This design comes from an exercise in tuning for small area on the open sky130 flow, not from production work.
In this exercise RTL edits were held to simulation tests only and were not proved equivalent to the original.
The flow treats the clock pin as an ideal source, which a real chip does not have.
Power is estimated from default activity; no workload was simulated.

[flow/config.mk]
export PLATFORM = sky130hd
export DESIGN_NAME = color_tracker
export DESIGN_NICKNAME = color_tracker
export VERILOG_FILES = /design/flow/design.v
export SDC_FILE = /design/flow/constraint.sdc
export NUM_CORES = 4
export LEC_CHECK = 0
export CAP_MARGIN = 20
export CORE_MARGIN = 2
export CORE_UTILIZATION = 40
export CTS_BUF_LIST = sky130_fd_sc_hd__clkbuf_8
export CTS_CLUSTER_DIAMETER = 80
export CTS_CLUSTER_SIZE = 16
export PLACE_DENSITY = 0.6
export SLEW_MARGIN = 20
export SYNTH_HIERARCHICAL = 1
[flow/constraint.sdc]
create_clock -name core_clock -period 6.7 [get_ports {clk_pixel}]
set_input_delay 1.3400 -clock core_clock [delete_from_list [all_inputs] [get_ports {clk_pixel}]]
set_output_delay 1.3400 -clock core_clock [all_outputs]
set_load 0.01 [all_outputs]
[flow/design.v]
module color_convert (
  input  logic [15:0] pixel,
  input  logic        sel_cb,   
  output logic [7:0]  luma,
  output logic [7:0]  chroma
);
  logic [4:0] r5;
  logic [5:0] g6;
  logic [4:0] b5;
  logic [4:0] u5;
  logic [4:0] w5;
  logic [5:0] x6;
  assign r5 = pixel[15:11];
  assign g6 = pixel[10:5];
  assign b5 = pixel[4:0];
  assign u5 = sel_cb ? b5 : r5;
  assign w5 = sel_cb ? r5 : b5;
  assign x6 = sel_cb ? {r5, 1'b0} : g6;
  logic luma_s0, luma_c0;
  assign luma_c0 = (b5[0] & g6[0]) | (r5[0] & (b5[0] | g6[0]));
  logic luma_s1, luma_c1;
  csa_fa luma_fa2 (.a(b5[1]), .b(g6[0]), .c(g6[1]), .s(luma_s1), .co(luma_c1));
  logic luma_s2, luma_c2;
  assign luma_c2 = (r5[1] & luma_c0) | (luma_s1 & (r5[1] | luma_c0));
  logic luma_s3, luma_c3;
  csa_fa luma_fa4 (.a(b5[0]), .b(b5[2]), .c(g6[1]), .s(luma_s3), .co(luma_c3));
  logic luma_s4, luma_c4;
  csa_fa luma_fa5 (.a(g6[2]), .b(r5[0]), .c(r5[2]), .s(luma_s4), .co(luma_c4));
  logic luma_s5, luma_c5;
  csa_fa luma_fa6 (.a(luma_c1), .b(luma_s3), .c(luma_s4), .s(luma_s5), .co(luma_c5));
  logic luma_s6, luma_c6;
  assign luma_c6 = luma_c2 & luma_s5;
  logic luma_s7, luma_c7;
  csa_fa luma_fa8 (.a(b5[0]), .b(b5[1]), .c(b5[3]), .s(luma_s7), .co(luma_c7));
  logic luma_s8, luma_c8;
  csa_fa luma_fa9 (.a(g6[0]), .b(g6[2]), .c(g6[3]), .s(luma_s8), .co(luma_c8));
  logic luma_s9, luma_c9;
  csa_fa luma_fa10 (.a(r5[0]), .b(r5[1]), .c(r5[3]), .s(luma_s9), .co(luma_c9));
  logic luma_s10, luma_c10;
  csa_fa luma_fa11 (.a(luma_c3), .b(luma_c4), .c(luma_s7), .s(luma_s10), .co(luma_c10));
  logic luma_s11, luma_c11;
  csa_fa luma_fa12 (.a(luma_s8), .b(luma_s9), .c(luma_c5), .s(luma_s11), .co(luma_c11));
  logic luma_s12, luma_c12;
  assign luma_c12 = (luma_s10 & luma_c6) | (luma_s11 & (luma_s10 | luma_c6));
  logic luma_s13, luma_c13;
  csa_fa luma_fa14 (.a(b5[0]), .b(b5[1]), .c(b5[2]), .s(luma_s13), .co(luma_c13));
  logic luma_s14, luma_c14;
  csa_fa luma_fa15 (.a(b5[4]), .b(g6[1]), .c(g6[3]), .s(luma_s14), .co(luma_c14));
  logic luma_s15, luma_c15;
  csa_fa luma_fa16 (.a(g6[4]), .b(r5[1]), .c(r5[2]), .s(luma_s15), .co(luma_c15));
  logic luma_s16, luma_c16;
  csa_fa luma_fa17 (.a(r5[4]), .b(luma_c7), .c(luma_c8), .s(luma_s16), .co(luma_c16));
  logic luma_s17, luma_c17;
  csa_fa luma_fa18 (.a(luma_c9), .b(luma_s13), .c(luma_s14), .s(luma_s17), .co(luma_c17));
  logic luma_s18, luma_c18;
  csa_fa luma_fa19 (.a(luma_s15), .b(luma_c10), .c(luma_s16), .s(luma_s18), .co(luma_c18));
  logic luma_s19, luma_c19;
  csa_fa luma_fa20 (.a(luma_s17), .b(luma_c11), .c(luma_s18), .s(luma_s19), .co(luma_c19));
  logic luma_s20, luma_c20;
  assign luma_c20 = luma_c12 & luma_s19;
  logic luma_s21, luma_c21;
  csa_fa luma_fa22 (.a(b5[1]), .b(b5[2]), .c(b5[3]), .s(luma_s21), .co(luma_c21));
  logic luma_s22, luma_c22;
  csa_fa luma_fa23 (.a(g6[2]), .b(g6[4]), .c(g6[5]), .s(luma_s22), .co(luma_c22));
  logic luma_s23, luma_c23;
  csa_fa luma_fa24 (.a(r5[2]), .b(r5[3]), .c(luma_c13), .s(luma_s23), .co(luma_c23));
  logic luma_s24, luma_c24;
  csa_fa luma_fa25 (.a(luma_c14), .b(luma_c15), .c(luma_s21), .s(luma_s24), .co(luma_c24));
  logic luma_s25, luma_c25;
  csa_fa luma_fa26 (.a(luma_s22), .b(luma_c16), .c(luma_c17), .s(luma_s25), .co(luma_c25));
  logic luma_s26, luma_c26;
  csa_fa luma_fa27 (.a(luma_s23), .b(luma_s24), .c(luma_c18), .s(luma_s26), .co(luma_c26));
  logic luma_s27, luma_c27;
  csa_fa luma_fa28 (.a(luma_s25), .b(luma_s26), .c(luma_c19), .s(luma_s27), .co(luma_c27));
  logic luma_s28, luma_c28;
  csa_fa luma_fa29 (.a(b5[2]), .b(b5[3]), .c(b5[4]), .s(luma_s28), .co(luma_c28));
  logic luma_s29, luma_c29;
  csa_fa luma_fa30 (.a(g6[0]), .b(g6[3]), .c(g6[5]), .s(luma_s29), .co(luma_c29));
  logic luma_s30, luma_c30;
  csa_fa luma_fa31 (.a(r5[0]), .b(r5[3]), .c(r5[4]), .s(luma_s30), .co(luma_c30));
  logic luma_s31, luma_c31;
  csa_fa luma_fa32 (.a(luma_c21), .b(luma_c22), .c(luma_s28), .s(luma_s31), .co(luma_c31));
  logic luma_s32, luma_c32;
  csa_fa luma_fa33 (.a(luma_s29), .b(luma_s30), .c(luma_c23), .s(luma_s32), .co(luma_c32));
  logic luma_s33, luma_c33;
  csa_fa luma_fa34 (.a(luma_c24), .b(luma_s31), .c(luma_c25), .s(luma_s33), .co(luma_c33));
  logic luma_s34, luma_c34;
  csa_fa luma_fa35 (.a(luma_s32), .b(luma_c26), .c(luma_s33), .s(luma_s34), .co(luma_c34));
  logic luma_s35, luma_c35;
  csa_fa luma_fa36 (.a(b5[3]), .b(b5[4]), .c(g6[1]), .s(luma_s35), .co(luma_c35));
  logic luma_s36, luma_c36;
  csa_fa luma_fa37 (.a(g6[4]), .b(r5[1]), .c(r5[4]), .s(luma_s36), .co(luma_c36));
  logic luma_s37, luma_c37;
  csa_fa luma_fa38 (.a(luma_c28), .b(luma_c29), .c(luma_c30), .s(luma_s37), .co(luma_c37));
  logic luma_s38, luma_c38;
  csa_fa luma_fa39 (.a(luma_s35), .b(luma_s36), .c(luma_c31), .s(luma_s38), .co(luma_c38));
  logic luma_s39, luma_c39;
  csa_fa luma_fa40 (.a(luma_s37), .b(luma_c32), .c(luma_s38), .s(luma_s39), .co(luma_c39));
  logic luma_s40, luma_c40;
  csa_fa luma_fa41 (.a(luma_c33), .b(luma_s39), .c(luma_c34), .s(luma_s40), .co(luma_c40));
  logic luma_s41, luma_c41;
  csa_fa luma_fa42 (.a(b5[4]), .b(g6[2]), .c(g6[5]), .s(luma_s41), .co(luma_c41));
  logic luma_s42, luma_c42;
  csa_fa luma_fa43 (.a(r5[2]), .b(luma_c35), .c(luma_c36), .s(luma_s42), .co(luma_c42));
  logic luma_s43, luma_c43;
  csa_fa luma_fa44 (.a(luma_s41), .b(luma_c37), .c(luma_s42), .s(luma_s43), .co(luma_c43));
  logic luma_s44, luma_c44;
  csa_fa luma_fa45 (.a(luma_c38), .b(luma_s43), .c(luma_c39), .s(luma_s44), .co(luma_c44));
  logic luma_s45, luma_c45;
  csa_fa luma_fa46 (.a(g6[3]), .b(r5[3]), .c(luma_c41), .s(luma_s45), .co(luma_c45));
  logic luma_s46, luma_c46;
  csa_fa luma_fa47 (.a(luma_c42), .b(luma_s45), .c(luma_c43), .s(luma_s46), .co(luma_c46));
  logic luma_s47, luma_c47;
  csa_fa luma_fa48 (.a(g6[4]), .b(r5[4]), .c(luma_c45), .s(luma_s47), .co(luma_c47));
  logic [12:0] luma_ra, luma_rb, luma_sum;
  assign luma_ra = {1'b0, g6[5], luma_s47, luma_s46, luma_s44, luma_s40, luma_c27, luma_c20, 1'b0, 1'b0, 1'b0, 1'b0, 1'b0};
  assign luma_rb = {1'b0, luma_c47, luma_c46, luma_c44, luma_c40, 1'b0, luma_s34, luma_s27, 1'b0, 1'b0, 1'b0, 1'b0, 1'b0};
  assign luma_sum = luma_ra + luma_rb;
  assign luma = {luma_sum[12], luma_sum[11], luma_sum[10], luma_sum[9], luma_sum[8], luma_sum[7], luma_sum[6], luma_sum[5]};
  logic chroma_s0, chroma_c0;
  assign chroma_c0 = 1'b1 & ~g6[0];
  logic chroma_s1, chroma_c1;
  csa_fa chroma_fa2 (.a(~g6[1]), .b(chroma_c0), .c(~w5[0]), .s(chroma_s1), .co(chroma_c1));
  logic chroma_s2, chroma_c2;
  assign chroma_c2 = ~x6[0] & chroma_s1;
  logic chroma_s3, chroma_c3;
  assign chroma_s3 = 1'b1 ^ (~g6[0] ^ ~g6[2]);
  assign chroma_c3 = (1'b1 & ~g6[0]) | (~g6[2] & (1'b1 | ~g6[0]));
  logic chroma_s4, chroma_c4;
  csa_fa chroma_fa5 (.a(~w5[1]), .b(~x6[0]), .c(~x6[1]), .s(chroma_s4), .co(chroma_c4));
  logic chroma_s5, chroma_c5;
  csa_fa chroma_fa6 (.a(chroma_s3), .b(chroma_c1), .c(chroma_s4), .s(chroma_s5), .co(chroma_c5));
  logic chroma_s6, chroma_c6;
  assign chroma_c6 = chroma_c2 & chroma_s5;
  logic chroma_s7, chroma_c7;
  csa_fa chroma_fa8 (.a(~g6[1]), .b(~g6[3]), .c(~w5[0]), .s(chroma_s7), .co(chroma_c7));
  logic chroma_s8, chroma_c8;
  csa_fa chroma_fa9 (.a(~w5[2]), .b(~x6[1]), .c(~x6[2]), .s(chroma_s8), .co(chroma_c8));
  logic chroma_s9, chroma_c9;
  csa_fa chroma_fa10 (.a(chroma_c3), .b(chroma_c4), .c(chroma_s7), .s(chroma_s9), .co(chroma_c9));
  logic chroma_s10, chroma_c10;
  csa_fa chroma_fa11 (.a(chroma_s8), .b(chroma_c5), .c(chroma_s9), .s(chroma_s10), .co(chroma_c10));
  logic chroma_s11, chroma_c11;
  assign chroma_c11 = chroma_c6 & chroma_s10;
  logic chroma_s12, chroma_c12;
  assign chroma_s12 = 1'b1 ^ (~g6[0] ^ ~g6[2]);
  assign chroma_c12 = (1'b1 & ~g6[0]) | (~g6[2] & (1'b1 | ~g6[0]));
  logic chroma_s13, chroma_c13;
  csa_fa chroma_fa14 (.a(~g6[4]), .b(~w5[1]), .c(~w5[3]), .s(chroma_s13), .co(chroma_c13));
  logic chroma_s14, chroma_c14;
  csa_fa chroma_fa15 (.a(~x6[0]), .b(~x6[2]), .c(~x6[3]), .s(chroma_s14), .co(chroma_c14));
  logic chroma_s15, chroma_c15;
  csa_fa chroma_fa16 (.a(chroma_s12), .b(chroma_c7), .c(chroma_c8), .s(chroma_s15), .co(chroma_c15));
  logic chroma_s16, chroma_c16;
  csa_fa chroma_fa17 (.a(chroma_s13), .b(chroma_s14), .c(chroma_c9), .s(chroma_s16), .co(chroma_c16));
  logic chroma_s17, chroma_c17;
  csa_fa chroma_fa18 (.a(chroma_s15), .b(chroma_s16), .c(chroma_c10), .s(chroma_s17), .co(chroma_c17));
  logic chroma_s18, chroma_c18;
  assign chroma_c18 = chroma_c11 & chroma_s17;
  logic chroma_s19, chroma_c19;
  csa_fa chroma_fa20 (.a(~g6[1]), .b(~g6[3]), .c(~g6[5]), .s(chroma_s19), .co(chroma_c19));
  logic chroma_s20, chroma_c20;
  csa_fa chroma_fa21 (.a(~w5[0]), .b(~w5[2]), .c(~w5[4]), .s(chroma_s20), .co(chroma_c20));
  logic chroma_s21, chroma_c21;
  csa_fa chroma_fa22 (.a(~x6[1]), .b(~x6[3]), .c(~x6[4]), .s(chroma_s21), .co(chroma_c21));
  logic chroma_s22, chroma_c22;
  csa_fa chroma_fa23 (.a(chroma_c12), .b(chroma_s19), .c(chroma_c13), .s(chroma_s22), .co(chroma_c22));
  logic chroma_s23, chroma_c23;
  csa_fa chroma_fa24 (.a(chroma_c14), .b(chroma_s20), .c(chroma_s21), .s(chroma_s23), .co(chroma_c23));
  logic chroma_s24, chroma_c24;
  csa_fa chroma_fa25 (.a(chroma_c15), .b(chroma_s22), .c(chroma_s23), .s(chroma_s24), .co(chroma_c24));
  logic chroma_s25, chroma_c25;
  csa_fa chroma_fa26 (.a(chroma_c16), .b(chroma_s24), .c(chroma_c17), .s(chroma_s25), .co(chroma_c25));
  logic chroma_s26, chroma_c26;
  assign chroma_c26 = chroma_c18 & chroma_s25;
  logic chroma_s27, chroma_c27;
  csa_fa chroma_fa28 (.a(~g6[0]), .b(~g6[2]), .c(~g6[4]), .s(chroma_s27), .co(chroma_c27));
  logic chroma_s28, chroma_c28;
  csa_fa chroma_fa29 (.a(~w5[1]), .b(~w5[3]), .c(~x6[2]), .s(chroma_s28), .co(chroma_c28));
  logic chroma_s29, chroma_c29;
  csa_fa chroma_fa30 (.a(~x6[4]), .b(~x6[5]), .c(chroma_c19), .s(chroma_s29), .co(chroma_c29));
  logic chroma_s30, chroma_c30;
  csa_fa chroma_fa31 (.a(chroma_s27), .b(chroma_c20), .c(chroma_c21), .s(chroma_s30), .co(chroma_c30));
  logic chroma_s31, chroma_c31;
  csa_fa chroma_fa32 (.a(chroma_s28), .b(chroma_s29), .c(chroma_c22), .s(chroma_s31), .co(chroma_c31));
  logic chroma_s32, chroma_c32;
  csa_fa chroma_fa33 (.a(chroma_c23), .b(chroma_s30), .c(chroma_s31), .s(chroma_s32), .co(chroma_c32));
  logic chroma_s33, chroma_c33;
  csa_fa chroma_fa34 (.a(chroma_c24), .b(chroma_s32), .c(chroma_c25), .s(chroma_s33), .co(chroma_c33));
  logic chroma_s34, chroma_c34;
  assign chroma_s34 = 1'b1 ^ (~g6[1] ^ ~g6[3]);
  assign chroma_c34 = (1'b1 & ~g6[1]) | (~g6[3] & (1'b1 | ~g6[1]));
  logic chroma_s35, chroma_c35;
  csa_fa chroma_fa36 (.a(~g6[5]), .b(~w5[2]), .c(~w5[4]), .s(chroma_s35), .co(chroma_c35));
  logic chroma_s36, chroma_c36;
  csa_fa chroma_fa37 (.a(~x6[3]), .b(~x6[5]), .c(chroma_c27), .s(chroma_s36), .co(chroma_c36));
  logic chroma_s37, chroma_c37;
  csa_fa chroma_fa38 (.a(chroma_s34), .b(chroma_c28), .c(chroma_s35), .s(chroma_s37), .co(chroma_c37));
  logic chroma_s38, chroma_c38;
  csa_fa chroma_fa39 (.a(chroma_c29), .b(chroma_s36), .c(chroma_c30), .s(chroma_s38), .co(chroma_c38));
  logic chroma_s39, chroma_c39;
  csa_fa chroma_fa40 (.a(chroma_s37), .b(chroma_c31), .c(chroma_s38), .s(chroma_s39), .co(chroma_c39));
  logic chroma_s40, chroma_c40;
  csa_fa chroma_fa41 (.a(chroma_c32), .b(chroma_s39), .c(chroma_c33), .s(chroma_s40), .co(chroma_c40));
  logic chroma_s41, chroma_c41;
  csa_fa chroma_fa42 (.a(~g6[2]), .b(~g6[4]), .c(u5[0]), .s(chroma_s41), .co(chroma_c41));
  logic chroma_s42, chroma_c42;
  csa_fa chroma_fa43 (.a(~w5[3]), .b(~x6[4]), .c(chroma_c34), .s(chroma_s42), .co(chroma_c42));
  logic chroma_s43, chroma_c43;
  csa_fa chroma_fa44 (.a(chroma_c35), .b(chroma_s41), .c(chroma_c36), .s(chroma_s43), .co(chroma_c43));
  logic chroma_s44, chroma_c44;
  csa_fa chroma_fa45 (.a(chroma_s42), .b(chroma_c37), .c(chroma_s43), .s(chroma_s44), .co(chroma_c44));
  logic chroma_s45, chroma_c45;
  csa_fa chroma_fa46 (.a(chroma_c38), .b(chroma_s44), .c(chroma_c39), .s(chroma_s45), .co(chroma_c45));
  logic chroma_s46, chroma_c46;
  csa_fa chroma_fa47 (.a(~g6[3]), .b(~g6[5]), .c(u5[1]), .s(chroma_s46), .co(chroma_c46));
  logic chroma_s47, chroma_c47;
  csa_fa chroma_fa48 (.a(~w5[4]), .b(~x6[5]), .c(chroma_c41), .s(chroma_s47), .co(chroma_c47));
  logic chroma_s48, chroma_c48;
  csa_fa chroma_fa49 (.a(chroma_s46), .b(chroma_c42), .c(chroma_s47), .s(chroma_s48), .co(chroma_c48));
  logic chroma_s49, chroma_c49;
  csa_fa chroma_fa50 (.a(chroma_c43), .b(chroma_s48), .c(chroma_c44), .s(chroma_s49), .co(chroma_c49));
  logic chroma_s50, chroma_c50;
  csa_fa chroma_fa51 (.a(~g6[4]), .b(u5[2]), .c(chroma_c46), .s(chroma_s50), .co(chroma_c50));
  logic chroma_s51, chroma_c51;
  csa_fa chroma_fa52 (.a(chroma_c47), .b(chroma_s50), .c(chroma_c48), .s(chroma_s51), .co(chroma_c51));
  logic chroma_s52, chroma_c52;
  csa_fa chroma_fa53 (.a(~g6[5]), .b(u5[3]), .c(chroma_c50), .s(chroma_s52), .co(chroma_c52));
  logic [13:0] chroma_ra, chroma_rb, chroma_sum;
  assign chroma_ra = {1'b0, u5[4], chroma_s52, chroma_s51, chroma_s49, chroma_s45, chroma_s40, chroma_c26, 1'b0, 1'b0, 1'b0, 1'b0, 1'b0, 1'b0};
  assign chroma_rb = {1'b0, chroma_c52, chroma_c51, chroma_c49, chroma_c45, chroma_c40, 1'b0, chroma_s33, 1'b0, 1'b0, 1'b0, 1'b0, 1'b0, 1'b0};
  assign chroma_sum = chroma_ra + chroma_rb;
  assign chroma = {chroma_sum[13], chroma_sum[12], chroma_sum[11], chroma_sum[10], chroma_sum[9], chroma_sum[8], chroma_sum[7], chroma_sum[6]};
endmodule
module channel_threshold (
  input  logic [15:0] pixel,
  input  logic [7:0]  luma,
  input  logic [7:0]  chroma,    
  input  logic [2:0]  channel_sel,
  input  logic [7:0]  lower_bound,
  input  logic [7:0]  upper_bound,
  output logic [7:0]  channel,
  output logic        in_range
);
  always_comb begin
    case (channel_sel)
      3'b000:  channel = {pixel[10:5], 2'b00};   
      3'b001:  channel = {pixel[15:11], 3'b000};  
      3'b010:  channel = {pixel[4:0], 3'b000};   
      3'b100:  channel = luma;
      3'b101:  channel = chroma;  
      3'b110:  channel = chroma;  
      default: channel = '0;  
    endcase
  end
  function automatic logic ge8(input logic [7:0] a, input logic [7:0] b);
    logic c;
    c = 1'b1;
    for (int i = 0; i < 8; i++) c = (a[i] & ~b[i]) | (c & (a[i] | ~b[i]));
    ge8 = c;
  endfunction
  assign in_range = ge8(channel, lower_bound) && ge8(upper_bound, channel);
endmodule
module csa_fa (
  input  logic a,
  input  logic b,
  input  logic c,
  output logic s,
  output logic co
);
  assign s  = a ^ (b ^ c);
  assign co = (a & b) | (c & (a | b));
endmodule
module csa_ha (
  input  logic a,
  input  logic b,
  output logic s,
  output logic co
);
  assign s  = a ^ b;
  assign co = a & b;
endmodule
module rc_add #(
  parameter int W = 8
) (
  input  logic [W-1:0] a,
  input  logic [W-1:0] b,
  input  logic         ci,
  output logic [W-1:0] s,
  output logic         co
);
  logic [W:0] c;
  assign c[0] = ci;
  for (genvar i = 0; i < W; i++) begin : g_bit
    csa_fa fa_i (.a(a[i]), .b(b[i]), .c(c[i]), .s(s[i]), .co(c[i+1]));
  end
  assign co = c[W];
endmodule
module rc_inc #(
  parameter int W = 8
) (
  input  logic [W-1:0] a,
  input  logic         ci,
  output logic [W-1:0] s,
  output logic         co
);
  logic [W:0] c;
  assign c[0] = ci;
  for (genvar i = 0; i < W; i++) begin : g_bit
    csa_ha ha_i (.a(a[i]), .b(c[i]), .s(s[i]), .co(c[i+1]));
  end
  assign co = c[W];
endmodule
module com_accumulator (
  input  logic        clk_pixel,
  input  logic        sys_rst,
  input  logic        mark,        
  input  logic        new_frame,
  input  logic [10:0] hcount,
  input  logic [9:0]  vcount,
  output logic [10:0] x_com,
  output logic [9:0]  y_com,
  output logic        com_valid
);
  localparam logic [5:0] X_STEPS = 6'd11;
  localparam logic [6:0] LAST    = 7'd84;  
  logic [31:0] x_sum;    
  logic [30:0] y_sum;
  logic [21:0] count_n;  
  logic        x_carry;  
  logic        y_carry;  
  logic        busy;
  logic [6:0]  step;       
  logic        lo_carry;
  logic [10:0] lo_diff;
  logic [10:0] hi_diff;
  logic        hi_carry;   
  logic        lo_carry_q;
  logic        mark_add;
  logic        last;
  logic        clear;
  logic        sel_shift;
  logic        sel_add;
  logic        sel_sub;
  logic        sel_keep;
  logic [31:0] x_add;
  logic [30:0] y_add;
  logic        load;
  logic        keep;
  logic [10:0] h_add;
  logic [9:0]  v_add;
  logic [11:0] x_lo;
  logic        x_lo_co;
  logic [19:0] x_hi;
  logic [10:0] y_lo;
  logic        y_lo_co;
  logic [19:0] y_hi;
  logic        q_bit;
  assign mark_add = mark && !busy;
  assign h_add = mark_add ? hcount : '0;
  assign v_add = mark_add ? vcount : '0;
  rc_add #(.W(11)) x_lo_i (.a(x_sum[10:0]), .b(h_add), .ci(1'b0),
                           .s(x_lo[10:0]), .co(x_lo[11]));
  assign x_lo_co = x_lo[11] & x_sum[11];
  rc_inc #(.W(20)) x_hi_i (.a(x_sum[31:12]), .ci(x_carry), .s(x_hi), .co());
  rc_add #(.W(10)) y_lo_i (.a(y_sum[9:0]), .b(v_add), .ci(1'b0),
                           .s(y_lo[9:0]), .co(y_lo[10]));
  assign y_lo_co = y_lo[10] & y_sum[10];
  rc_inc #(.W(20)) y_hi_i (.a(y_sum[30:11]), .ci(y_carry), .s(y_hi), .co());
  rc_add #(.W(11)) div_lo_i (.a(x_sum[20:10]), .b(count_n[10:0]), .ci(1'b1),
                             .s(lo_diff), .co(lo_carry));
  rc_add #(.W(11)) div_hi_i (.a(x_sum[31:21]), .b(count_n[21:11]), .ci(lo_carry_q),
                             .s(hi_diff), .co(hi_carry));
  assign q_bit    = ((step[6:1] < X_STEPS) || step[6]) && hi_carry;
  assign last  = (step == LAST);
  assign clear = sys_rst || (busy && last);
  assign sel_shift = busy && step[0] && !clear;
  assign sel_add   = !(busy && step[0]) && !clear;
  assign sel_sub   = sel_shift && q_bit;
  assign sel_keep  = sel_shift && !q_bit;
  assign x_add     = {x_hi, x_lo[11] ^ x_sum[11], x_lo[10:0]};
  assign y_add     = {y_hi, y_lo[10] ^ y_sum[10], y_lo[9:0]};
  always_ff @(posedge clk_pixel) begin
    x_sum[31:11] <= ({hi_diff[9:0], lo_diff} & {21{sel_sub}})
                  | (x_sum[30:10] & {21{sel_keep}})
                  | (x_add[31:11] & {21{sel_add}});
    x_sum[10:0]  <= ({x_sum[9:0], y_sum[30]} & {11{sel_shift}})
                  | (x_add[10:0] & {11{sel_add}});
    y_sum        <= ({y_sum[29:0], q_bit} & {31{sel_shift}})
                  | (y_add & {31{sel_add}});
    if (clear) begin
      count_n <= '1;
      x_carry <= 1'b0;
      y_carry <= 1'b0;
    end else begin
      x_carry <= x_lo_co;
      y_carry <= y_lo_co;
      count_n <= count_n - 22'(mark_add);
    end
  end
  always_ff @(posedge clk_pixel) begin
    lo_carry_q <= lo_carry;
  end
  always_ff @(posedge clk_pixel) begin
    if (sys_rst) begin
      busy <= 1'b0;
      step <= '0;
    end else if (busy) begin
      busy <= !last;
      step <= last ? '0 : step + 1'b1;
    end else begin
      busy <= new_frame && (count_n != '1);
      step <= '0;
    end
  end
  assign load = busy && last && !sys_rst;
  assign keep = !(busy && last) && !sys_rst;
  always_ff @(posedge clk_pixel) begin
    x_com     <= (x_sum[10:0] & {11{load}}) | (x_com & {11{keep}});
    y_com     <= (y_sum[9:0] & {10{load}}) | (y_com & {10{keep}});
    com_valid <= load;
  end
endmodule
module overlay_mux (
  input  logic [15:0] bg_pix,
  input  logic        mask,
  input  logic [10:0] hcount,
  input  logic [9:0]  vcount,
  input  logic [1:0]  bg_sel,
  input  logic [1:0]  target_sel,
  input  logic [10:0] x_com,
  input  logic [9:0]  y_com,
  output logic [23:0] pixel_out
);
  logic [7:0]  gray;
  logic [23:0] bg;
  logic        on_cross;
  assign gray = bg_pix[7:0];
  always_comb begin
    case (bg_sel)
      2'b00:   bg = {bg_pix[15:11], 3'b000, bg_pix[10:5], 2'b00, bg_pix[4:0], 3'b000};
      2'b01:   bg = {gray, gray, gray};
      2'b10:   bg = {24{mask}};
      default: bg = mask ? 24'hFF00FF : {gray, gray, gray};
    endcase
  end
  assign on_cross = (target_sel == 2'b01) && ((hcount == x_com) || (vcount == y_com));
  assign pixel_out = on_cross ? 24'hFFFFFF : bg;
endmodule
module color_tracker #(
  parameter int SUM_BITS = 32  
) (
  input  logic        clk_pixel,
  input  logic        sys_rst,
  input  logic [15:0] pixel,
  input  logic [24:0] timing,
  input  logic [2:0]  channel_sel,
  input  logic [7:0]  lower_bound,
  input  logic [7:0]  upper_bound,
  input  logic [1:0]  bg_sel,
  input  logic [1:0]  target_sel,
  output logic [23:0] pixel_out,
  output logic [24:0] timing_out,
  output logic [10:0] x_com,
  output logic [9:0]  y_com,
  output logic        com_valid
);
  logic [15:0] pix_q1, pix_q2, pix_q3, pix_q4;
  logic [24:0] tim_q1, tim_q2, tim_q3, tim_q4, tim_q5;
  logic [2:0]  rst_hist;  
  logic        rst_recent;  
  logic        tim_keep;  
  logic [7:0]  luma, chroma, channel;
  logic        in_range;
  logic [15:0] bg_q;
  logic        mask_q;
  logic        sel_cb_q;  
  color_convert color_convert_i (
    .pixel  (pix_q4),
    .sel_cb (sel_cb_q),
    .luma   (luma),
    .chroma (chroma)
  );
  channel_threshold channel_threshold_i (
    .pixel       (pix_q4),
    .luma        (luma),
    .chroma      (chroma),
    .channel_sel (channel_sel),
    .lower_bound (lower_bound),
    .upper_bound (upper_bound),
    .channel     (channel),
    .in_range    (in_range)
  );
  always_ff @(posedge clk_pixel) begin
    pix_q1   <= pixel;
    pix_q2   <= pix_q1;
    pix_q3   <= pix_q2;
    pix_q4   <= pix_q3;
    tim_q1   <= timing;
    tim_q2   <= tim_q1;
    tim_q3   <= tim_q2;
    tim_q4   <= tim_q3;
    rst_hist   <= {rst_hist[1:0], sys_rst};
    rst_recent <= sys_rst || (rst_hist != '0);
    tim_q5     <= tim_q4 & {25{tim_keep}};
    mask_q   <= in_range;
    sel_cb_q <= channel_sel[1];  
    bg_q[15:8] <= pix_q4[15:8];
    if (bg_sel == 2'b00) bg_q[7:0] <= pix_q4[7:0];
    else if (bg_sel[1]) bg_q[7:0] <= luma;
    else bg_q[7:0] <= channel;
  end
  assign tim_keep   = !(sys_rst || rst_recent);
  assign timing_out = tim_q5;
  com_accumulator com_accumulator_i (
    .clk_pixel (clk_pixel),
    .sys_rst   (sys_rst),
    .mark      (tim_q5[3] && mask_q),
    .new_frame (tim_q5[0]),
    .hcount    (tim_q5[24:14]),
    .vcount    (tim_q5[13:4]),
    .x_com     (x_com),
    .y_com     (y_com),
    .com_valid (com_valid)
  );
  overlay_mux overlay_mux_i (
    .bg_pix     (bg_q),
    .mask       (mask_q),
    .hcount     (tim_q5[24:14]),
    .vcount     (tim_q5[13:4]),
    .bg_sel     (bg_sel),
    .target_sel (target_sel),
    .x_com      (x_com),
    .y_com      (y_com),
    .pixel_out  (pixel_out)
  );
endmodule
[flow/flow/run.sh]
#!/bin/bash
# The standard layout (standard synthesis and ORFS flow), with these changes:
# the port buffers use the smallest buffer cell instead of the default pick;
# after the post-placement repair and after clock tree synthesis, cells on
# paths with slack are downsized; clock tree synthesis adds no dummy loads.
set -uo pipefail
export BUFFER_PORTS_ARGS="-buffer_cell sky130_fd_sc_hd__buf_1"
export POST_FLOORPLAN_TCL="$PWD/flow/recover.tcl"
export POST_RESIZE_TCL="$PWD/flow/recover.tcl"
export POST_CTS_TCL="$PWD/flow/recover_cts.tcl"
export CTS_ARGS="-sink_clustering_enable -repair_clock_nets -sink_clustering_size 16 -sink_clustering_max_diameter 80 -buf_list sky130_fd_sc_hd__clkbuf_8 -dont_use_dummy_load"
bash standard.sh finish > standard_flow.log 2>&1
[flow/flow/recover.tcl]
# after global placement and its design repair: give back area on paths with
# timing slack by downsizing cells
puts "recover: area before [sta::format_area [rsz::design_area] 0]"
repair_timing -recover_power 100 -verbose
puts "recover: area after [sta::format_area [rsz::design_area] 0]"
[flow/flow/recover_cts.tcl]
# after clock tree synthesis and its timing repair: give back area on paths
# with timing slack by downsizing cells, then legalize the placement again
puts "recover: area before [sta::format_area [rsz::design_area] 0]"
estimate_parasitics -placement
repair_timing -recover_power 100 -verbose
detailed_placement
check_placement -verbose
puts "recover: area after [sta::format_area [rsz::design_area] 0]"
[flow/standard.sh]
#!/bin/bash
# synth_recipe.tcl (not shown) runs the flow's synth.tcl, then flattens the netlist and writes it again
# the make line also repeats each setting of config.mk as NAME=value (left out here)
make -C /OpenROAD-flow-scripts/flow DESIGN_CONFIG=/design/flow/config.mk WORK_HOME=/design/flow/orfs CLKGATE_MAP_FILE= SYNTH_SCRIPT=/design/flow/synth_recipe.tcl "${@:-finish}"
==> metrics.yaml, run 1 <==
drt:
  ant_nets: 0
  drt-total-wl_um: 29700
  wire_per_inst_um: 17.0
  drc: 0
  drt_iter0_markers: 424
  via_per_inst: 4.96
  vias: 8658
  firstDrtPassIters: 4
floorplan:
  io-pin-count: 137
  start_util: 0.403
  fp-row-count: 69
  die_h_um: 193
  core_area_um2: 35300
  fp.dieW_um: 193
  die-area_um2: 37100
critical_path:
  rr_worst_depth: 19
  crit_cells: 19
  critPathBufInv: 1
  r2r_slack_ns: 0.33
  r2r-start: "sel_cb_q"
  slowest_delay_ns: 0.55
  path_max_fanout: 12
  r2r-end: "mask_q"
  critPathKind: "flip-flop to flip-flop"
  cp.required_ns: 7.20
  path_cells: "buf_4 -> mux2i_1 -> fa_1 -> fa_1 -> fa_1 -> fa_1 -> fa_1 -> fa_1 -> ha_1 -> a31oi_1 -> o2bb2ai_1 -> xnor2_1 -> mux2i_1 -> mux4_2 -> nor2_1 -> maj3_1 -> a211oi_1 -> o22ai_1 -> nor3_2"
  arrival_ns: 6.87
  critPathCaptureType: "flip-flop"
  cpMostUsedCell: "fa_1"
  cp_top_family: "adder cells"
  startpoint_type: "flip-flop"
  crit_path_top_delay_cell: "fa_1"
layout:
  finalInstanceArea_um2: 15500
  final_layout_size_suffix_gt1_frac: 0.0614
  seq_area_um2: 6590
  nets: 1546
  final_cell_mix: "dfxtp_1 (329), buf_1 (134), fa_1 (131), nand2_1 (65), a22o_1 (62)"
  final_util: 0.440
  layout.cells.non_filler: 1747
  diodes: 0
  fill_cells: 3262
  area_delta_synth_final_pct: 9.27
  multiInputGateArea_um2: 7220
  mostFrequentLayoutCell: "dfxtp_1"
run:
  cap_violations: 0
synth:
  synth-main-ff-cell: "dfxtp_1"
  synthArstFlopShare: 0
  synth_cell_type_count: 88
  synth_edf_count: 0
  syn-cell-area_um2: 14200
  yosys-top-cells-area: "dfxtp_1 (46%), fa_1 (18%), ha_1 (5.4%)"
  synth_top_area_cell: "dfxtp_1"
  yosys.area.top_type_share: 0.463
  yosysWarnings: 10
  syn_inst: 1146
  syn_avg_cell_area_um2: 12.4
  ys_seq_area_frac: 0.463
  ys_ff_latch: 329
sta:
  slew_viol_final: 0
  finalClockSkew_ns: 0.0355
  rsz0062_at_grt: "no"
  finalSetupViolCount: 0
  worst_pin_slew_ns: 0.943
  fin_ws_ns: 0.331
  finalCritPeriodShare: 0.951
  final.setup.tns_ns: 0
  relSlewSlack: 0.372
  max_freq_ghz: 0.157
  hold_viol: 0
  final.min_clock_period_ns: 6.37
global_route:
  busiest_layer: "met2"
  grt.met2_usage: 0.270
  grtUsageTotal: 0.165
  grt_use_met1: 0.226
  grt_pass1_wl_um: 47800
  grt_max_degree: 53
  first_global_vias: 8746
  grt_overflow: 0
  met3_usage: 0.0296
  antenna_found_initial: 0
cts:
  clkLatencyLatePin_ns: 0.58
  cts_sinks: 329
  clk_pin_slew_ns: 0.10
  cts_tree: "yes"
power:
  p_leak_uw: 0.00648
  peakVddDrop_mv: 0.244
  p_per_area_nw_per_um2: 316
place:
  portBuffers: 136
  gp_congestion: 0.855
  dp_hpwl_um: 22500
  place_ws_ns: 0.279
  dpl_cell_area_um2: 15100
  dp.cells: 1720
min_path:
  hold_path_startpoint: "tim_q3[18]"
  worstHoldPathCells: 0
  timing.hold.worst_endpoint: "tim_q4[18]"
  hp-class: "flip-flop to flip-flop"
run_status:
  status: "no timing/DRC/antenna violations"
## logic make-up after synthesis
group | Yosys count | share of synthesized area
AOI/OAI and AO/OA | 188 | 0.107
xor gates and xnor gates | 44 | 0.0271
adders and majority gates | 195 | 0.240
buffers and inverters | 79 | 0.0270
DFF | 329 | 0.463
muxes | 35 | 0.0268
other | 2 | 0.000528
and+or+nand+nor | 274 | 0.108
## cells in the mapped netlist (all sizes together), types with 18 or more instances
master,instances
a21oi,27
a221o,22
a22o,62
and2,71
buf,23
clkbuf,23
dfxtp,329
fa,131
ha,61
inv,33
mux2i,25
nand2,66
nand3,18
nor2,34
o21ai,24
xnor2,31
## state kept, by name (all words and copies together) (netlist names), 3 cells and up
name and count:
com_accumulator_i.count_n 22, pix_q2 16, pix_q1 16, com_accumulator_i.y_sum 31, pix_q3 16, rst_hist 3, tim_q4 25, com_accumulator_i.y_com 10
tim_q1 25, pix_q4 16, bg_q 16, tim_q2 25, tim_q5 25, com_accumulator_i.x_com 11, com_accumulator_i.step 7, tim_q3 25
com_accumulator_i.x_sum 32
## worst max-delay path by stage
stage | from | end
global placement | sel_cb_q | mask_q
global route | sel_cb_q | mask_q
detailed placement | pix_q4[12] | mask_q
finish | sel_cb_q | mask_q
floorplan | sel_cb_q | mask_q
## Yosys stat by module, one instance, submodules excluded, a selection
| module | flops+latches | cells inside |
|---|---|---|
| color_convert | 0 | 92 |
| csa_ha | 0 | 1 |
| color_tracker | 211 | 267 |
| overlay_mux | 0 | 111 |
| channel_threshold | 0 | 96 |
| com_accumulator | 118 | 410 |
## where the power goes
| group | internal, uW | switching [uW] | leakage [uW] |
|---|---|---|---|
| registers | 2050 | 52.7 | 0.00272 |
| logic | 790 | 1090 | 0.00358 |
| clock network | 334 | 596 | 0.000180 |
| total | 3170 | 1740 | 0.00648 |
## cell type report
cell class / instances / share of cell area
tap: 461 / 0.0371
timing repair buffer: 160 / 0.0444
sequential: 329 / 0.424
inverter: 33 / 0.00797
clock buffer: 25 / 0.0221
multi-input combinational: 739 / 0.464
## metrics by stage
stage / hold WS, ns / power (uW)
floorplan: 0.310 / 3520
global placement: 0.310 / 4040
detailed placement: 0.312 / 4030
global route: 0.323 / 5250
finish: 0.322 / 4910
## per-layer routing
layer  vias up  wire length (um)
met2       152             13900
met1      4229             13900
met3        41              1330
met5         -                 0
li1       4236                 -
met4         0               637
==> run 2: changes to the inputs <==
--- a/flow/flow/run.sh
+++ b/flow/flow/run.sh
@@ -5,7 +5,6 @@
 # paths with slack are downsized; clock tree synthesis adds no dummy loads.
 set -uo pipefail
 export BUFFER_PORTS_ARGS="-buffer_cell sky130_fd_sc_hd__buf_1"
-export POST_FLOORPLAN_TCL="$PWD/flow/recover.tcl"
 export POST_RESIZE_TCL="$PWD/flow/recover.tcl"
 export POST_CTS_TCL="$PWD/flow/recover_cts.tcl"
 export CTS_ARGS="-sink_clustering_enable -repair_clock_nets -sink_clustering_size 16 -sink_clustering_max_diameter 80 -buf_list sky130_fd_sc_hd__clkbuf_8 -dont_use_dummy_load"
==> metrics.yaml, run 2 <==
drt:
  drc: 0
  via_per_inst: 4.96
  vias: 8674
  drt_iter0_markers: 251
  ant_nets: 0
  drt-total-wl_um: 29200
  wire_per_inst_um: 16.7
  firstDrtPassIters: 5
synth:
  synth.most_common_cell: "dfxtp_1"
  yosys-top-cells-area: "dfxtp_1 (46%), fa_1 (18%), ha_1 (5.4%)"
  syn-cell-area_um2: 14200
  syn_inst: 1146
  synth-main-ff-cell: "dfxtp_1"
  yosysWarnings: 10
  synth_top_area_cell: "dfxtp_1"
  ys_ff_latch: 329
  synth_edf_count: 0
  ys_seq_area_frac: 0.463
  synthArstFlopShare: 0
  yosys.area.top_type_share: 0.463
  synth_top_cells_by_count: "dfxtp_1 (329), fa_1 (131), and2_1 (71), nand2_1 (65), a22o_1 (62)"
  syn_avg_cell_area_um2: 12.4
  synth_cell_type_count: 88
layout:
  mostFrequentLayoutCell: "dfxtp_1"
  fill_cells: 3304
  largest_register: "com_accumulator_i.x_sum"
  layout.cells.non_filler: 1749
  reg.largest.list: "com_accumulator_i.x_sum x32, com_accumulator_i.y_sum x31"
  diodes: 0
  area_delta_synth_final_pct: 9.66
  final_cell_mix: "dfxtp_1 (327), buf_1 (134), fa_1 (131), nand2_1 (65), and2_1 (65)"
  largest_register_ffs: 32
  final_layout_size_suffix_gt1_frac: 0.0691
  nets: 1548
critical_path:
  r2r-end: "mask_q"
  critPathKind: "flip-flop to flip-flop"
  path_max_fanout: 9
  rr_worst_depth: 19
  cp.required_ns: 7.20
  r2r-start: "sel_cb_q"
  critPathCaptureType: "flip-flop"
  arrival_ns: 6.87
  startpoint_type: "flip-flop"
  r2r_slack_ns: 0.33
global_route:
  antenna_found_initial: 0
  grt_pass1_wl_um: 46700
  grt.met2_usage: 0.273
  first_global_vias: 8649
  grtUsageTotal: 0.161
  grt_max_degree: 51
  grt_overflow: 0
  grt_use_met1: 0.212
  busiest_layer: "met2"
  met3_usage: 0.0336
sta:
  hold_viol: 0
  final.setup.tns_ns: 0
  finalClockSkew_ns: 0.0614
  finalSetupViolCount: 0
  rsz0062_at_grt: "no"
  worst_pin_slew_ns: 1.04
  relSlewSlack: 0.301
  slew_viol_final: 0
  max_freq_ghz: 0.157
  final.min_clock_period_ns: 6.37
  finalCritPeriodShare: 0.951
power:
  p_per_area_nw_per_um2: 316
  p_leak_uw: 0.00650
  peakVddDrop_mv: 0.242
min_path:
  hold_path_startpoint: "tim_q3[16]"
  timing.hold.worst_endpoint: "tim_q4[16]"
  worstHoldPathCells: 0
  hp-class: "flip-flop to flip-flop"
floorplan:
  start_util: 0.403
  die-area_um2: 37100
  die_h_um: 193
  fp-row-count: 69
  core_area_um2: 35300
  io-pin-count: 137
  fp.dieW_um: 193
run_status:
  status: "no timing/DRC/antenna violations"
place:
  dp_hpwl_um: 22000
  gp_congestion: 0.862
  dp.cells: 1719
  portBuffers: 136
run:
  cap_violations: 0
cts:
  cts_sinks: 329
  cts_tree: "yes"
  clkLatencyLatePin_ns: 0.60
  clk_pin_slew_ns: 0.10
run 2: cell types whose count changed in the layout (fill, tap and decap cells not counted), moves of 2 or more:
cell	before	now
clkbuf_8	25	27
and2_1	58	65
dfxtp_2	0	2
and2_0	13	6
buf_4	11	13
mux2i_2	0	5
dfxtp_1	329	327
mux2i_1	25	20
run 2: metrics by stage:
stage / utilization / hold WS [ns] / worst slack [ns] / power [uW] / area [um2]
after floorplan: - / 0.310 / 0.416 / 3520 / 14200
after detailed placement: 0.429 / 0.312 / 0.138 / 4030 / 15100
after global routing: 0.442 / 0.330 / 0.00441 / 5260 / 15600
after global placement: 0.431 / 0.310 / 0.301 / 4020 / 15200
final: 0.442 / 0.324 / 0.332 / 4920 / 15600
run 2: how the worst max path moves through the flow:
stage / startpoint / cells past startpoint / slack, ns / endpoint
5_1_grt: pix_q4[11] / 19 / 0.004 / mask_q
3_5_place_dp: sel_cb_q / 19 / 0.14 / mask_q
2_1_floorplan: sel_cb_q / 21 / 0.42 / mask_q
3_3_place_gp: sel_cb_q / 19 / 0.30 / mask_q
6_report: sel_cb_q / 19 / 0.33 / mask_q
run 2: cells by family after synthesis:
family / after synthesis / synth area share
adder cells (fa/ha/maj): 195 / 0.240
other: 2 / 0.000528
XOR/XNOR: 44 / 0.0271
flip-flops: 329 / 0.463
buffers and inverters: 79 / 0.0270
multiplexers: 35 / 0.0268
AO/OA/AOI/OAI: 188 / 0.107
AND/OR/NAND/NOR: 274 / 0.108
run 2: routing by layer:
metal | share of wire | vias to the layer above
li1 | - | 4229
met1 | 0.45 | 4253
met2 | 0.49 | 146
met3 | 0.044 | 46
met4 | 0.024 | 0
met5 | 0 | -
run 2: area by class of cell:
cell class / count / area [um2] / share of cell area
multi-input combinational: 739 / 7240 / 0.464
sequential: 329 / 6590 / 0.423
timing repair buffer: 160 / 696 / 0.0446
tap: 461 / 577 / 0.0370
clock buffer: 27 / 372 / 0.0238
inverter: 33 / 124 / 0.00794
run 2: report_power, final:
| group | internal [uW] | switching, uW | leakage, uW | total, uW |
|---|---|---|---|---|
| clock | 359 | 591 | 0.000194 | 950 |
| combinational | 791 | 1080 | 0.00358 | 1870 |
| sequential | 2050 | 53.1 | 0.00272 | 2100 |
| total | 3200 | 1720 | 0.00650 | 4920 |
run 2: per-module statistics from Yosys (local to each module, per instance), a selection:
module,cells,flip-flops and latches,copies in the design,cell area [um2]
channel_threshold,96,0,1,754
color_convert,92,0,1,733
color_tracker,267,211,1,4570
com_accumulator,410,118,1,4400
csa_fa,1,0,130,20.0
csa_ha,1,0,40,12.5
overlay_mux,111,0,1,659
run 2: worst max-delay path, cell delays in order (launching register included):
cell	delay, ns
dfxtp_2	0.48
mux2i_2	0.41
fa_1	0.50
fa_1	0.40
fa_1	0.47
fa_1	0.42
fa_1	0.40
fa_1	0.40
fa_1	0.39
ha_1	0.36
a31oi_1	0.31
o2bb2ai_1	0.19
xnor2_1	0.11
mux2i_1	0.13
mux4_2	0.30
nor2_1	0.06
maj3_1	0.39
a211oi_1	0.26
o22ai_1	0.13
nor3_2	0.17
==> run 3: changes to the inputs <==
==> flow/flow/run.sh (replaced) <==
#!/bin/bash
# The standard layout (standard synthesis and ORFS flow), with these changes:
# the port buffers use the smallest buffer cell instead of the default pick;
# after the floorplan repair, after the post-placement repair and after clock
# tree synthesis, cells on paths with slack are downsized; clock tree
# synthesis adds no dummy loads. All tool output goes to standard_flow.log and
# ORFS's own per-step logs under orfs/logs.
set -uo pipefail
export BUFFER_PORTS_ARGS="-buffer_cell sky130_fd_sc_hd__buf_1"
export POST_FLOORPLAN_TCL="$PWD/flow/recover.tcl"
export POST_RESIZE_TCL="$PWD/flow/recover.tcl"
export POST_CTS_TCL="$PWD/flow/recover_cts.tcl"
export CTS_ARGS="-sink_clustering_enable -repair_clock_nets -sink_clustering_size 16 -sink_clustering_max_diameter 80 -buf_list sky130_fd_sc_hd__clkbuf_8 -dont_use_dummy_load"
bash standard.sh finish > standard_flow.log 2>&1
==> flow/flow/recover.tcl (replaced) <==
# area recovery: give back area on paths with timing slack by downsizing
# cells (used after floorplan repair and after post-placement repair; the
# following detailed placement legalizes)
puts "recover: area before [sta::format_area [rsz::design_area] 0]"
repair_timing -recover_power 100 -verbose
puts "recover: area after [sta::format_area [rsz::design_area] 0]"
==> metrics.yaml, run 3 <==
cts:
  clk_pin_slew_ns: 0.10
  clkLatencyLatePin_ns: 0.58
  cts_tree: "yes"
  cts_sinks: 329
floorplan:
  start_util: 0.403
  io-pin-count: 137
  die-area_um2: 37100
  core_area_um2: 35300
  fp-row-count: 69
  die_h_um: 193
  fp.dieW_um: 193
layout:
  fill_cells: 3262
  diodes: 0
  largest_register: "com_accumulator_i.x_sum"
  area_delta_synth_final_pct: 9.27
  final_layout_size_suffix_gt1_frac: 0.0614
  final_cell_mix: "dfxtp_1 (329), buf_1 (134), fa_1 (131), nand2_1 (65), a22o_1 (62)"
  reg.largest.list: "com_accumulator_i.x_sum x32, com_accumulator_i.y_sum x31"
  mostFrequentLayoutCell: "dfxtp_1"
  nets: 1546
  largest_register_ffs: 32
drt:
  drt_iter0_markers: 424
  drc: 0
  firstDrtPassIters: 4
  wire_per_inst_um: 17.0
  via_per_inst: 4.96
  drt-total-wl_um: 29700
  vias: 8658
  ant_nets: 0
global_route:
  grt_max_degree: 53
  grtUsageTotal: 0.165
  antenna_found_initial: 0
  first_global_vias: 8746
  grt_overflow: 0
  grt_pass1_wl_um: 47800
power:
  switchingPower_uw: 1740
  comb_power_share: 0.383
  p_sw_frac: 0.355
  peakVddDrop_mv: 0.244
  p_per_area_nw_per_um2: 316
  p_leak_uw: 0.00648
  p_seq_frac: 0.427
  internal_power_uw: 3170
  clock_power_share: 0.189
synth:
  synth_cell_type_count: 88
  syn_avg_cell_area_um2: 12.4
  synth_top_cells_by_count: "dfxtp_1 (329), fa_1 (131), and2_1 (71), nand2_1 (65), a22o_1 (62)"
  synth_top_area_cell: "dfxtp_1"
  yosys-top-cells-area: "dfxtp_1 (46%), fa_1 (18%), ha_1 (5.4%)"
  synthArstFlopShare: 0
  synth-main-ff-cell: "dfxtp_1"
  synth_edf_count: 0
  ys_ff_latch: 329
  yosys.area.top_type_share: 0.463
  ys_seq_area_frac: 0.463
  syn-cell-area_um2: 14200
  yosysWarnings: 10
  synth.most_common_cell: "dfxtp_1"
  syn_inst: 1146
sta:
  hold_viol: 0
  finalCritPeriodShare: 0.951
  finalClockSkew_ns: 0.0355
  max_freq_ghz: 0.157
  final.min_clock_period_ns: 6.37
  final.setup.tns_ns: 0
  finalSetupViolCount: 0
  worst_pin_slew_ns: 0.943
  relSlewSlack: 0.372
  hold_ws_ns: 0.322
  slew_viol_final: 0
  rsz0062_at_grt: "no"
critical_path:
  cp.required_ns: 7.20
  startpoint_type: "flip-flop"
  arrival_ns: 6.87
  critPathCaptureType: "flip-flop"
  critPathKind: "flip-flop to flip-flop"
  path_max_fanout: 12
place:
  dp_hpwl_um: 22500
  gp_congestion: 0.855
  portBuffers: 136
run_status:
  status: "no timing/DRC/antenna violations"
run:
  cap_violations: 0
min_path:
  hp-class: "flip-flop to flip-flop"
## run 3: cell counts after synthesis
Identical to the previous run, type by type.
## run 3: cell families (layout without fill, tap and decap cells)
logic type	after synthesis	count (layout)	synth area share
compound gates	188	188	0.107
xor+xnor	44	44	0.0271
fa+ha+maj	195	195	0.240
buf+inv	79	218	0.0270
flops	329	329	0.463
mux	35	35	0.0268
other cells	2	3	0.000528
simple gates	274	274	0.108
## run 3: final cells by class
cell class                 count  area, um2  share of cell area
timing repair buffer         160        691              0.0444
clock buffer                  25        344              0.0221
inverter                      33        124             0.00797
sequential                   329       6590               0.424
tap                          461        577              0.0371
multi-input combinational    739       7220               0.464
## run 3: worst paths after layout
kind	endpoint	cells after the start	slack (ns)	from
setup / recovery	mask_q	19	0.33	sel_cb_q
hold / removal	tim_q4[18]	0	0.32	tim_q3[18]
setup reg to reg	mask_q	19	0.33	sel_cb_q
hold reg to reg	tim_q4[18]	0	0.32	tim_q3[18]
## run 3: worst max-delay path: stages, from the launching register on
cell       delay, ns
dfxtp_1         0.46
buf_4           0.27
mux2i_1         0.47
fa_1            0.53
fa_1            0.55
fa_1            0.44
fa_1            0.43
fa_1            0.40
fa_1            0.37
ha_1            0.36
a31oi_1         0.28
o2bb2ai_1       0.19
xnor2_1         0.11
mux2i_1         0.16
mux4_2          0.32
nor2_1          0.06
maj3_1          0.39
a211oi_1        0.24
o22ai_1         0.11
nor3_2          0.17
## run 3: power groups by stage
stage	logic, uW	registers (uW)	clock network [uW]
floorplan	1390	2130	0
global placement	1890	2140	0
detailed placement	1880	2140	0
global route	2090	2110	1050
finish	1880	2100	930
## run 3: layer usage
metal / vias to the layer above / global-route usage / part of all wire
met2: 152 / 0.270 / 0.47
met5: - / 0 / 0
li1: 4236 / - / -
met1: 4229 / 0.226 / 0.47
met3: 41 / 0.0296 / 0.045
met4: 0 / 0.0414 / 0.021
## run 3: per-module statistics from Yosys (local to each module, per instance), excerpt
module	area [um2]	flip-flops and latches	times used
channel_threshold	754	0	1
color_convert	733	0	1
color_tracker	4570	211	1
com_accumulator	4400	118	1
csa_fa	20.0	0	130
csa_ha	12.5	0	40
overlay_mux	659	0	1
## run 3: stage by stage
step	power (uW)	area [um2]	util	instances	setup WS (ns)
floorplan	3520	14200	-	1147	0.416
global placement	4040	15200	0.431	1719	0.405
detailed placement	4030	15100	0.429	1720	0.279
global route	5250	15500	0.440	1747	0.00214
finish	4910	15500	0.440	1747	0.331
==> run 4: changes to the inputs <==
--- a/flow/flow/run.sh
+++ b/flow/flow/run.sh
@@ -10,5 +10,5 @@
 export POST_FLOORPLAN_TCL="$PWD/flow/recover.tcl"
 export POST_RESIZE_TCL="$PWD/flow/recover.tcl"
 export POST_CTS_TCL="$PWD/flow/recover_cts.tcl"
-export CTS_ARGS="-sink_clustering_enable -repair_clock_nets -sink_clustering_size 16 -sink_clustering_max_diameter 80 -buf_list sky130_fd_sc_hd__clkbuf_8 -dont_use_dummy_load"
+export CTS_ARGS="-sink_clustering_enable -repair_clock_nets -sink_clustering_size 10 -sink_clustering_max_diameter 60 -buf_list sky130_fd_sc_hd__clkbuf_4 -dont_use_dummy_load"
 bash standard.sh finish > standard_flow.log 2>&1
--- a/flow/config.mk
+++ b/flow/config.mk
@@ -8,9 +8,9 @@
 export CAP_MARGIN = 20
 export CORE_MARGIN = 2
 export CORE_UTILIZATION = 40
-export CTS_BUF_LIST = sky130_fd_sc_hd__clkbuf_8
-export CTS_CLUSTER_DIAMETER = 80
-export CTS_CLUSTER_SIZE = 16
+export CTS_BUF_LIST = sky130_fd_sc_hd__clkbuf_4
+export CTS_CLUSTER_DIAMETER = 60
+export CTS_CLUSTER_SIZE = 10
 export PLACE_DENSITY = 0.6
 export SLEW_MARGIN = 20
 export SYNTH_HIERARCHICAL = 1
==> metrics.yaml, run 4 <==
run_status:
  status: "no timing/DRC/antenna violations"
floorplan:
  die_h_um: 193
  core_area_um2: 35300
  io-pin-count: 137
  start_util: 0.403
  fp.dieW_um: 193
  die-area_um2: 37100
  fp-row-count: 69
power:
  p_leak_uw: 0.00649
  peakVddDrop_mv: 0.217
  p_per_area_nw_per_um2: 315
  total_power_uw: 4880
global_route:
  grtUsageTotal: 0.168
  first_global_vias: 8918
  grt_max_degree: 53
  antenna_found_initial: 1
  grt_overflow: 0
  grt_pass1_wl_um: 48100
layout:
  layout.cells.non_filler: 1764
  reg.largest.list: "com_accumulator_i.x_sum x32, com_accumulator_i.y_sum x31"
  largest_register_ffs: 32
  mostFrequentLayoutCell: "dfxtp_1"
  nets: 1562
  final_cell_mix: "dfxtp_1 (329), buf_1 (134), fa_1 (131), nand2_1 (65), a22o_1 (62)"
  largest_register: "com_accumulator_i.x_sum"
  fill_cells: 3276
  final_layout_size_suffix_gt1_frac: 0.0730
  area_delta_synth_final_pct: 9.11
  finalInstanceArea_um2: 15500
cts:
  clk_pin_slew_ns: 0.10
  cts_tree: "yes"
  clkLatencyLatePin_ns: 0.72
  cts_sinks: 329
place:
  dpl_cell_area_um2: 15100
  dp.cells: 1720
  dp_hpwl_um: 22500
  gp_congestion: 0.855
  portBuffers: 136
drt:
  via_per_inst: 4.96
  vias: 8745
  ant_nets: 0
  drt-total-wl_um: 29900
  firstDrtPassIters: 5
  drt_iter0_markers: 491
  drc: 0
  wire_per_inst_um: 17.0
sta:
  max_freq_ghz: 0.156
  finalSetupViolCount: 0
  finalCritPeriodShare: 0.955
  relSlewSlack: 0.377
  worst_pin_slew_ns: 0.934
  finalClockSkew_ns: 0.0784
  hold_viol: 0
  hold_ws_ns: 0.310
  final.min_clock_period_ns: 6.40
  final.setup.tns_ns: 0
  rsz0062_at_grt: "no"
  slew_viol_final: 0
synth:
  synth_edf_count: 0
  synth-main-ff-cell: "dfxtp_1"
  synth_cell_type_count: 88
  synth_top_cells_by_count: "dfxtp_1 (329), fa_1 (131), and2_1 (71), nand2_1 (65), a22o_1 (62)"
  synth.most_common_cell: "dfxtp_1"
  ys_seq_area_frac: 0.463
  yosys-top-cells-area: "dfxtp_1 (46%), fa_1 (18%), ha_1 (5.4%)"
  syn_inst: 1146
  ys_ff_latch: 329
  syn-cell-area_um2: 14200
  yosys.area.top_type_share: 0.463
  synth_top_area_cell: "dfxtp_1"
  yosysWarnings: 10
  syn_avg_cell_area_um2: 12.4
  synthArstFlopShare: 0
min_path:
  hp-class: "flip-flop to flip-flop"
critical_path:
  startpoint_type: "flip-flop"
  critPathCaptureType: "flip-flop"
  cp.required_ns: 7.33
  arrival_ns: 7.02
  critPathKind: "flip-flop to flip-flop"
  path_max_fanout: 9
run:
  cap_violations: 0
==> run 4: cell counts after synthesis <==
No cell type changed its count.
==> run 4: cells by family (layout without fill, tap and decap cells) <==
group,Yosys count,count (layout),share of synthesized area
flops,329,329,0.463
simple gates,274,274,0.108
fa+ha+maj,195,195,0.240
compound gates,188,188,0.107
buf+inv,79,234,0.0270
xor+xnor,44,44,0.0271
mux,35,35,0.0268
other cells,2,4,0.000528
==> run 4: final cells by class <==
cell class | count | area, um2 | area share
repair buffers | 158 | 674 | 0.0435
well taps | 461 | 577 | 0.0372
inverters | 33 | 124 | 0.00798
clock buffers | 43 | 323 | 0.0208
flip-flops and latches | 329 | 6590 | 0.425
multi-input cells | 739 | 7230 | 0.466
diodes | 1 | 2.50 | 0.000161
==> run 4: per-stage QoR <==
step,util,setup slack (ns)
6_report,0.439,0.302
3_5_place_dp,0.429,0.279
5_1_grt,0.439,0.0107
3_3_place_gp,0.431,0.405
2_1_floorplan,-,0.416
==> run 4: final timing paths <==
| path | start | end | slack (ns) | depth (start not counted) |
|---|---|---|---|---|
| min | pix_q3[5] | pix_q4[5] | 0.31 | 0 |
| min reg2reg | pix_q3[5] | pix_q4[5] | 0.31 | 0 |
| max reg2reg | pix_q4[11] | mask_q | 0.30 | 19 |
| max | pix_q4[11] | mask_q | 0.30 | 19 |
==> run 4: critical path: stages (launching register included) <==
cell,delay [ns]
dfxtp_1,0.46
mux2i_1,0.47
fa_1,0.52
fa_1,0.40
fa_1,0.46
fa_1,0.42
fa_1,0.40
fa_1,0.40
fa_1,0.37
ha_1,0.36
a31oi_1,0.28
o2bb2ai_1,0.19
xnor2_1,0.11
mux2i_1,0.15
mux4_2,0.32
nor2_1,0.06
maj3_1,0.39
a211oi_1,0.24
o22ai_1,0.11
nor3_2,0.17
==> run 4: power breakdown <==
part	leakage [uW]	switching, uW	internal, uW	total (uW)
sequential	0.00272	53.6	2050	2100
clock	0.000198	609	295	905
combinational	0.00357	1090	788	1880
==> run 4: per-module statistics from Yosys (local to each module, per instance), a selection <==
| module | cells inside | copies in the design | flops+latches |
|---|---|---|---|
| csa_fa | 1 | 130 | 0 |
| overlay_mux | 111 | 1 | 0 |
| color_convert | 92 | 1 | 0 |
| csa_ha | 1 | 40 | 0 |
| com_accumulator | 410 | 1 | 118 |
| color_tracker | 267 | 1 | 211 |
==> run 4: per-layer routing <==
metal,routed length [um],global-route usage,vias up,part of all wire
li1,-,-,4277,-
met1,13800,0.224,4243,0.46
met2,13900,0.268,166,0.46
met3,1320,0.0344,59,0.044
met4,961,0.0693,0,0.032
met5,0,0,-,0

## port drivers added, routing unchanged
In the flow no input, the clock included, has a driving cell. The finished layouts below were timed again as built, in two steps.
Step 1 (the two cells are an assumption about what drives the block):
set clk [get_ports {clk_pixel}]
set_driving_cell -lib_cell sky130_fd_sc_hd__clkbuf_16 $clk
set_driving_cell -lib_cell sky130_fd_sc_hd__buf_2 [delete_from_list [all_inputs] $clk]
Step 2 moves the port delays by t, midway between the first and last clock arrival at a register: inputs arrive t later, outputs are due t later. That takes back most of the time a late clock gives input paths.
Three values: no drivers, after step 1, after step 2; two values: the first two.
run	t (ns)	setup WS [ns]	worst setup path at the end	clock arrival spread, ns	cell pins on the clock port's net
run 1	0.597	0.331 / 0.331 / 0.331	register to register	0.053 / 0.053	1
run 2	0.606	0.332 / 0.332 / 0.332	register to register	0.091 / 0.090	1
run 3	0.597	0.331 / 0.331 / 0.331	register to register	0.053 / 0.053	1
run 4	0.726	0.302 / 0.302 / 0.302	register to register	0.078 / 0.078	1
After both steps setup and hold are still met in every run listed.
